Context: an optimization exercise on an open-source flow, tuned for small area. The choices shown serve that exercise and are no tape-out recipe. Only simulation tests tie the RTL to the original design; equivalence was not proved. Power is estimated from default activity; no workload was simulated.

==> flow/design.v, too long to show whole: its modules and the start of the top module <==
// module dds_demod: 975 lines
// module dds_g_fa: 4 lines
// module dds_g_xor2: 3 lines
// module dds_g_xnor2: 3 lines
// module dds_g_nand2: 3 lines
// module dds_g_nor2: 3 lines
// module dds_g_or2: 3 lines
// module dds_g_and2: 3 lines
// module dds_g_orn2: 3 lines
// module dds_g_and3: 3 lines
// module dds_g_a21oi: 3 lines
// module dds_g_o22ai: 3 lines
// module dds_g_o22a: 3 lines
// module dds_g_inv: 3 lines
module dds_demod (
    input  logic               clk,
    input  logic               rst,
    input  logic               en,
    input  logic [3:0]         mode,
    input  logic               sym_start,
    input  logic               sample_valid,
    input  logic signed [11:0] wave,
    input  logic signed [11:0] ref_sin,
    input  logic signed [11:0] ref_cos,
    output logic [1:0]         data_out,
    output logic               data_valid,
    output logic               mode_err
);
  // ...
==> flow/flow/run.sh <==
#!/bin/bash
# Standard layout (standard.sh), with two changes passed to ORFS through its
# environment: the port buffers use a small buffer cell, and clock tree
# synthesis adds no dummy loads.
set -e
export BUFFER_PORTS_ARGS="-buffer_cell sky130_fd_sc_hd__buf_2"
export CTS_ARGS="-sink_clustering_enable -repair_clock_nets -buf_list sky130_fd_sc_hd__clkbuf_8 -dont_use_dummy_load"
bash standard.sh > standard.log 2>&1
==> flow/standard.sh <==
#!/bin/bash
# synth_recipe.tcl (not shown) runs the flow's synth.tcl, then flattens the netlist and writes it again
# the make line also repeats each setting of config.mk as NAME=value (left out here)
make -C /OpenROAD-flow-scripts/flow DESIGN_CONFIG=/design/flow/config.mk WORK_HOME=/design/flow/orfs CLKGATE_MAP_FILE= SYNTH_SCRIPT=/design/flow/synth_recipe.tcl "${@:-finish}"
==> flow/config.mk <==
export PLATFORM = sky130hd
export DESIGN_NAME = dds_demod
export DESIGN_NICKNAME = dds_demod
export VERILOG_FILES = /design/flow/design.v
export SDC_FILE = /design/flow/constraint.sdc
export NUM_CORES = 4
export LEC_CHECK = 0
export CAP_MARGIN = 0
export CORE_MARGIN = 2
export CORE_UTILIZATION = 80
export CTS_BUF_LIST = sky130_fd_sc_hd__clkbuf_8
export GPL_TIMING_DRIVEN = 0
export SLEW_MARGIN = 0
export SYNTH_HIERARCHICAL = 1
export SYNTH_MINIMUM_KEEP_SIZE = 0
==> flow/constraint.sdc <==
create_clock -name core_clock -period 10.0 [get_ports {clk}]
set_input_delay 2.0000 -clock core_clock [delete_from_list [all_inputs] [get_ports {clk}]]
set_output_delay 2.0000 -clock core_clock [all_outputs]
set_load 0.01 [all_outputs]
==> run notes, run 1 <==
Power and ir drop:
- The cell-internal power is ~1600 uW.
- The worst-case vdd ir drop is 0.232 mV.
- Power spread over the standard cell area amounts to 276 mW/mm^2.
- The clock network fraction of total power is approximately 6.6%.

Yosys:
- The fraction of the mapped netlist area in compound gates is 13.1%.
- The number of nets in the synthesized netlist is 1261.
- The share of the Yosys chip area taken by registers is ~18%.
- After synthesis, the share of flip-flops with an asynchronous set or reset is 9.41%.
- The netlist area before placement is 0.0102 mm^2.
- In this run, synthesis inferred 13 flip-flops with an integrated enable.

Final layout:
- The fraction of final cell area spent on non-clock buffers in this run is 2.31%.
- The layout has 42 inverters outside the clock class.
- The multi-input combinational cell count is 935.
- The sequential standard cell area is 0.00187 mm^2.

Routing:
- The detailed-routed wire length on met3 is 2460 um.
- The routed design has approximately 26000 um of wire.
- The starting DRC count in detailed routing is 891.

Clock tree:
- The number of H-tree levels is 3.
- TritonCTS built the clock tree.
- The clock drives 85 sinks.
- Buffers inserted to repair hold after CTS numbered 0.

GRT:
- In the global route stage, met3 resource usage came out at 9.58%.

Setup path:
- The worst setup path is of the in -> reg kind.
- The data required time of the critical path is about 10 ns.
- The count of cell instances traversed by the critical path is 32.
- For this run, the slowest stage of the critical path takes 0.72 ns.

Run status:
- The run finished with no timing, DRC or antenna violations.

STA:
- In this run the tightest slew margin relative to its limit is between 30% and 40%.
- For the pin with the worst max-slew slack, the measured transition is just under 1 ns.
- The time the final worst path needs with I/O delays and setup is around 9.5 ns.
- Setup total negative slack on the finished layout was measured at 0 ns.

Floorplan:
- Measured along the x axis, the die boundary spans 117 um.
- After floorplanning, the core was divided into 41 placement rows.
- The die is 117 um tall.
==> inputs of run 2 (changes only) <==
==> flow/flow/run.sh (replaced) <==
#!/bin/bash
# Standard layout (standard.sh), with two changes passed to ORFS through its
# environment: the port buffers use a small buffer cell, and clock tree
# synthesis adds no dummy loads.
set -e
export BUFFER_PORTS_ARGS="-buffer_cell sky130_fd_sc_hd__buf_1"
export CTS_ARGS="-sink_clustering_enable -repair_clock_nets -buf_list sky130_fd_sc_hd__clkbuf_8 -dont_use_dummy_load"
bash standard.sh > standard.log 2>&1
--- a/flow/config.mk
+++ b/flow/config.mk
@@ -7,7 +7,7 @@
 export LEC_CHECK = 0
 export CAP_MARGIN = 0
 export CORE_MARGIN = 2
-export CORE_UTILIZATION = 80
+export CORE_UTILIZATION = 65
 export CTS_BUF_LIST = sky130_fd_sc_hd__clkbuf_8
 export GPL_TIMING_DRIVEN = 0
 export SLEW_MARGIN = 0
==> run 2 against run 1 <==
  * Critical path type unchanged
  * Cell area decreased by 0.10%
  * Global-route usage down 8.8 points
  * Area after synthesis unchanged
  * Synthesized cell count stayed put
  * Core utilization is 16 points lower
  * Still clean
  * Power shrank 2.4%
==> run notes, run 2 <==
Run status:
- Result of the run: timing/DRC/antenna clean (unchanged).

Final layout:
- The total area of multi-input combinational cells is 0.00825 mm^2 (about the same).
- The final-layout fill cell count came to 1300 (was 714).
- Leading cell types in the layout, fill and taps excluded: xnor2_1, fa_1, o22ai_1 (unchanged).
- The post-layout instance area is 0.0109 mm^2 (about the same).
- The antenna cell count is 0 (unchanged).
- The area growth from synthesis to layout is 6.18% (was 6.29%).
- The most frequent standard cell in the layout excluding fill and tap cells is xnor2_1 (unchanged).
- The number of nets in the finished design is 1320 (unchanged).
- The sequential standard cell area was 0.00187 mm^2 (unchanged).
- The post-route core utilization is 70.9% (was 86.5%).
- The fraction of layout instances using a drive strength above 1 was 4.55% (was 8.65%).
- The final standard cell count with taps included and fillers excluded is 1332 (was 1293).

Clock tree:
- The number of H-tree levels is 3 (unchanged).
- The root buffer cell was clkbuf_8 (unchanged).
- The CTS tree is yes (unchanged).
- The number of buffers between clock root and the deepest sink came to 2 (unchanged).
- The number of clock sinks was 85 (unchanged).
- The latest clock arrival within the worst-skew pair is 0.39 ns (was 0.40 ns).
- The number of buffers inserted during clock tree synthesis came to 9 (unchanged).
- The number of buffers inserted by hold repair at cts is 0 (unchanged).
- The clock-pin slew of the registers on the worst-case setup and hold paths is 0.10 ns (was 0.11 ns).

STA:
- The final hold violation count is 0 (unchanged).
- The total count of max-transition violations in the final report is 0 (unchanged).
- The maximum achievable frequency is 0.107 GHz (was 0.106 GHz).
- The slew at the pin with the worst max-slew slack is 0.980 ns (was 0.962 ns).
- The worst clock skew was 0.0372 ns (was 0.0423 ns).
- The number of failing setup endpoints in the final timing report came to 0 (unchanged).
- The time the final worst path needs with I/O delays and setup is 9.36 ns (was 9.48 ns).
- The worst-case headroom to the max-slew limit came to 34.6% (was 35.8%).
- RSZ-0062 raised after global routing: false (unchanged).
- The part of the cycle the worst path needs came to 93.6% (was 94.8%).
- The total negative slack is 0 ns (unchanged).

Setup path:
- The standard cell with the maximum stage delay on the critical path is and2_1 (unchanged).
- The worst reg-to-reg setup slack is 1.60 ns (about the same).
- The peak fanout along the critical path is 18 (unchanged).
- The buffering stage count on the worst path with inverters included is 1 (unchanged).
- The most prevalent standard cell on the critical path is nor2_1 (unchanged).
- The largest stage delay on the critical path is 0.65 ns (was 0.72 ns).
- The critical path launch point type is a primary input (unchanged).
- The category of the most critical setup path is in -> reg (unchanged).
- The family of cells with the greatest summed delay on the critical path is simple AND/OR/NAND/NOR gates (unchanged).
- The endpoint class of the critical path is a flop (unchanged).
- The arrival time reported for the critical path endpoint came to 9.67 ns (was 9.79 ns).
- The data required time of the critical path was 10.30 ns (was 10.31 ns).

GRT:
- The global-route wire length before repair is 40700 um (was 41700 um).
- The remaining global-route overflow is 0 (unchanged).
- The met3 track demand over resource came to 5.49% (was 9.58%).
- The most heavily used metal layer in global routing was met2 (unchanged).
- The met2 global-route usage is 50.5% (was 64.3%).
- The met1 global-route usage is 43.6% (was 50.7%).
- The via count of the first global-routing pass is 8053 (was 8588).
- The initial antenna violation count came to 0 (unchanged).
- The largest net degree at the start of global routing is 19 (unchanged).
- The total routing resource utilization after global routing is 31.4% (was 40.2%).

Yosys:
- The async set or reset register ratio after synthesis is 9.41% (unchanged).
- The part of the Yosys area used for sequential elements is 18.3% (unchanged).
- The flip-flop and latch count after synthesis is 85 (unchanged).
- Top post-synthesis cells by count: xnor2_1, fa_1, o22ai_1, nand2_1, xor2_1 (unchanged).
- The number of flops mapped to enable cells by yosys was 13 (unchanged).
- The most common cell in the netlist is xnor2_1 (unchanged).
- The number of synthesis warnings is 7 (unchanged).
- The total nets after synthesis came to 1261 (unchanged).
- The number of instances in the synthesized netlist is 1064 (unchanged).
- The fraction of synthesized cell area taken by the top area cell type came to 29.7% (unchanged).
- The per-instance average area after synthesis was 9.62 um^2 (unchanged).
- The cell type contributing the most total cell area after synthesis is fa_1 (unchanged).
- The count of unique library cells instantiated by Yosys is 33 (unchanged).
- The netlist area before placement is 0.0102 mm^2 (unchanged).
- The prevailing post-synth register cell is dfxtp_1 (unchanged).
- Main area contributors after synthesis: fa_1, xnor2_1, dfxtp_1 (unchanged).

Routing:
- The detailed-route via count was 7954 (was 8341).
- The detailed-router iteration count before antenna repair is 5 (was 6).
- The routed wire length is 24400 um (was 25600 um).
- The DRC violation count after routing is 0 (unchanged).
- The starting DRC count in detailed routing is 551 (was 891).
- The average vias per placed instance is 5.97 (was 6.45).
- The antenna violation net count after detailed routing came to 0 (unchanged).
- The average wire per standard cell is 18.3 um (was 19.8 um).

Floorplan:
- The number of placement rows is 45 (was 41).
- The number of I/O pins is 49 (unchanged).
- The y dimension of the die is 129 um (was 117 um).
- The die outline area is 0.0168 mm^2 (was 0.0137 mm^2).
- The horizontal die dimension is 129 um (was 117 um).
- The initial cell density of the core is 66.8% (was 81.4%).
- The placeable core area came to 0.0153 mm^2 (was 0.0126 mm^2).

Placement:
- The total of buffers placed on input and output ports came to 48 (unchanged).
- The final weighted congestion in routability-driven placement is 0.870 (was 0.984).
- The cell area after placement is 0.0107 mm^2 (about the same).
- The total half-perimeter wirelength after legalization and detailed placement was 19100 um (was 19800 um).
- The number of cells after detailed placement is 1323 (was 1284).

Power and ir drop:
- The leakage power figure is 0.00350 uW (was 0.00363 uW).
- The total power per unit cell area is 269 mW/mm^2 (was 276 mW/mm^2).
- The power consumption is 2930 uW (was 3000 uW).
- The worst-case vdd ir drop is 0.175 mV (was 0.232 mV).

Hold path:
- The class of the tightest hold or removal check is reg -> reg (unchanged).

Run:
- The max-capacitance violation count is 0 (unchanged).
## run 2: cell counts after synthesis
No cell type changed its count.
## run 2: per-stage QoR
step	hold WS, ns	worst slack, ns
final	0.491	0.637
after global routing	0.515	0.000231
after CTS	0.496	0.0936
after detailed placement	0.478	-0.268
after global placement	0.465	-0.121
after floorplan	0.455	1.15
## run 2: worst paths after layout
path,to,start,cells after the start
setup / recovery,ci_acc[31],sym_start,34
hold / removal,dout_reg[0],dec_reg[0],1
setup reg to reg,dec_reg[0],cq_acc[31],34
hold reg to reg,dout_reg[0],dec_reg[0],1
max in group asynchronous,pv_reg,rst,1
min in group asynchronous,me_reg,rst,1
## run 2: timing repair
| item | 4_1_cts | 5_1_grt |
|---|---|---|
| gates resized for setup | 0 | 24 |
| endpoints found under the setup margin | 0 | 8 |
| setup buffers | 0 | 0 |
## run 2: Yosys stat by module, one instance, submodules excluded, excerpt
module | area (um^2) | copies in the design | flip-flops and latches
dds_g_nand2 | 3.75 | 106 | 0
dds_g_nor2 | 3.75 | 94 | 0
dds_g_and3 | 6.26 | 2 | 0
dds_g_and2 | 6.26 | 39 | 0
dds_g_orn2 | 6.26 | 10 | 0
dds_g_inv | 3.75 | 10 | 0
dds_g_or2 | 6.26 | 6 | 0
dds_g_o22a | 8.76 | 28 | 0
dds_demod | 2510 | 1 | 85
## run 2: power by group
part	switching, uW	internal, uW	total (uW)
combinational	1130	987	2120
sequential	108	508	616
clock	115	80.6	196
total	1350	1580	2930
## run 2: final cells by class
| cell class | instances | share of cell area [%] |
|---|---|---|
| Multi-Input combinational cell | 935 | 76.0 |
| Inverter | 42 | 1.45 |
| Clock buffer | 9 | 1.14 |
| Buffer | 2 | 0.104 |
| Tap cell | 211 | 2.43 |
| Sequential cell | 85 | 17.2 |
| Timing Repair Buffer | 48 | 1.67 |
## run 2: cells by family (layout without fill, tap and decap cells)
logic type / count (synthesis) / in the layout / synth area share, %
compound gates: 198 / 198 / 13.1
xor+xnor: 265 / 265 / 22.7
fa+ha+maj: 152 / 152 / 29.7
buf+inv: 44 / 101 / 1.63
flops: 85 / 85 / 18.3
mux: 4 / 4 / 0.428
simple gates: 316 / 316 / 14.1
## run 2: routing by layer
layer | share of wire [%] | vias to the layer above
met3 | 7.0 | 42
met1 | 43 | 3890
met4 | 2.7 | 0
met2 | 47 | 306
met5 | 0 | -
li1 | - | 3716

## afterwards: timing with drivers on the ports
Ports are ideal in the flow. The routed layouts listed here were re-timed in OpenROAD.
Step 1 assumes that a clkbuf_16 drives the clock port and a buf_2 every other input.
Step 2 adds t to the input delays and takes it off the output delays; t is the mean of the earliest and latest rising clock arrival at the registers after step 1. Input paths then give back, and output paths get back, about the clock's delay inside the block.
Three values: ideal, step 1, step 2; two values: the first two.
| run | shift t [ns] | setup WS [ns] | pins driven straight from the clock port |
|---|---|---|---|
| run 1 | 0.418 | 0.523 / 0.543 / 0.125 | 1 |
| run 2 | 0.412 | 0.637 / 0.654 / 0.242 | 1 |
After both steps every run listed still meets setup and hold. The setup slack of run 1, which loses most, moves by +0.020 ns with the drivers and by -0.398 ns with both steps.
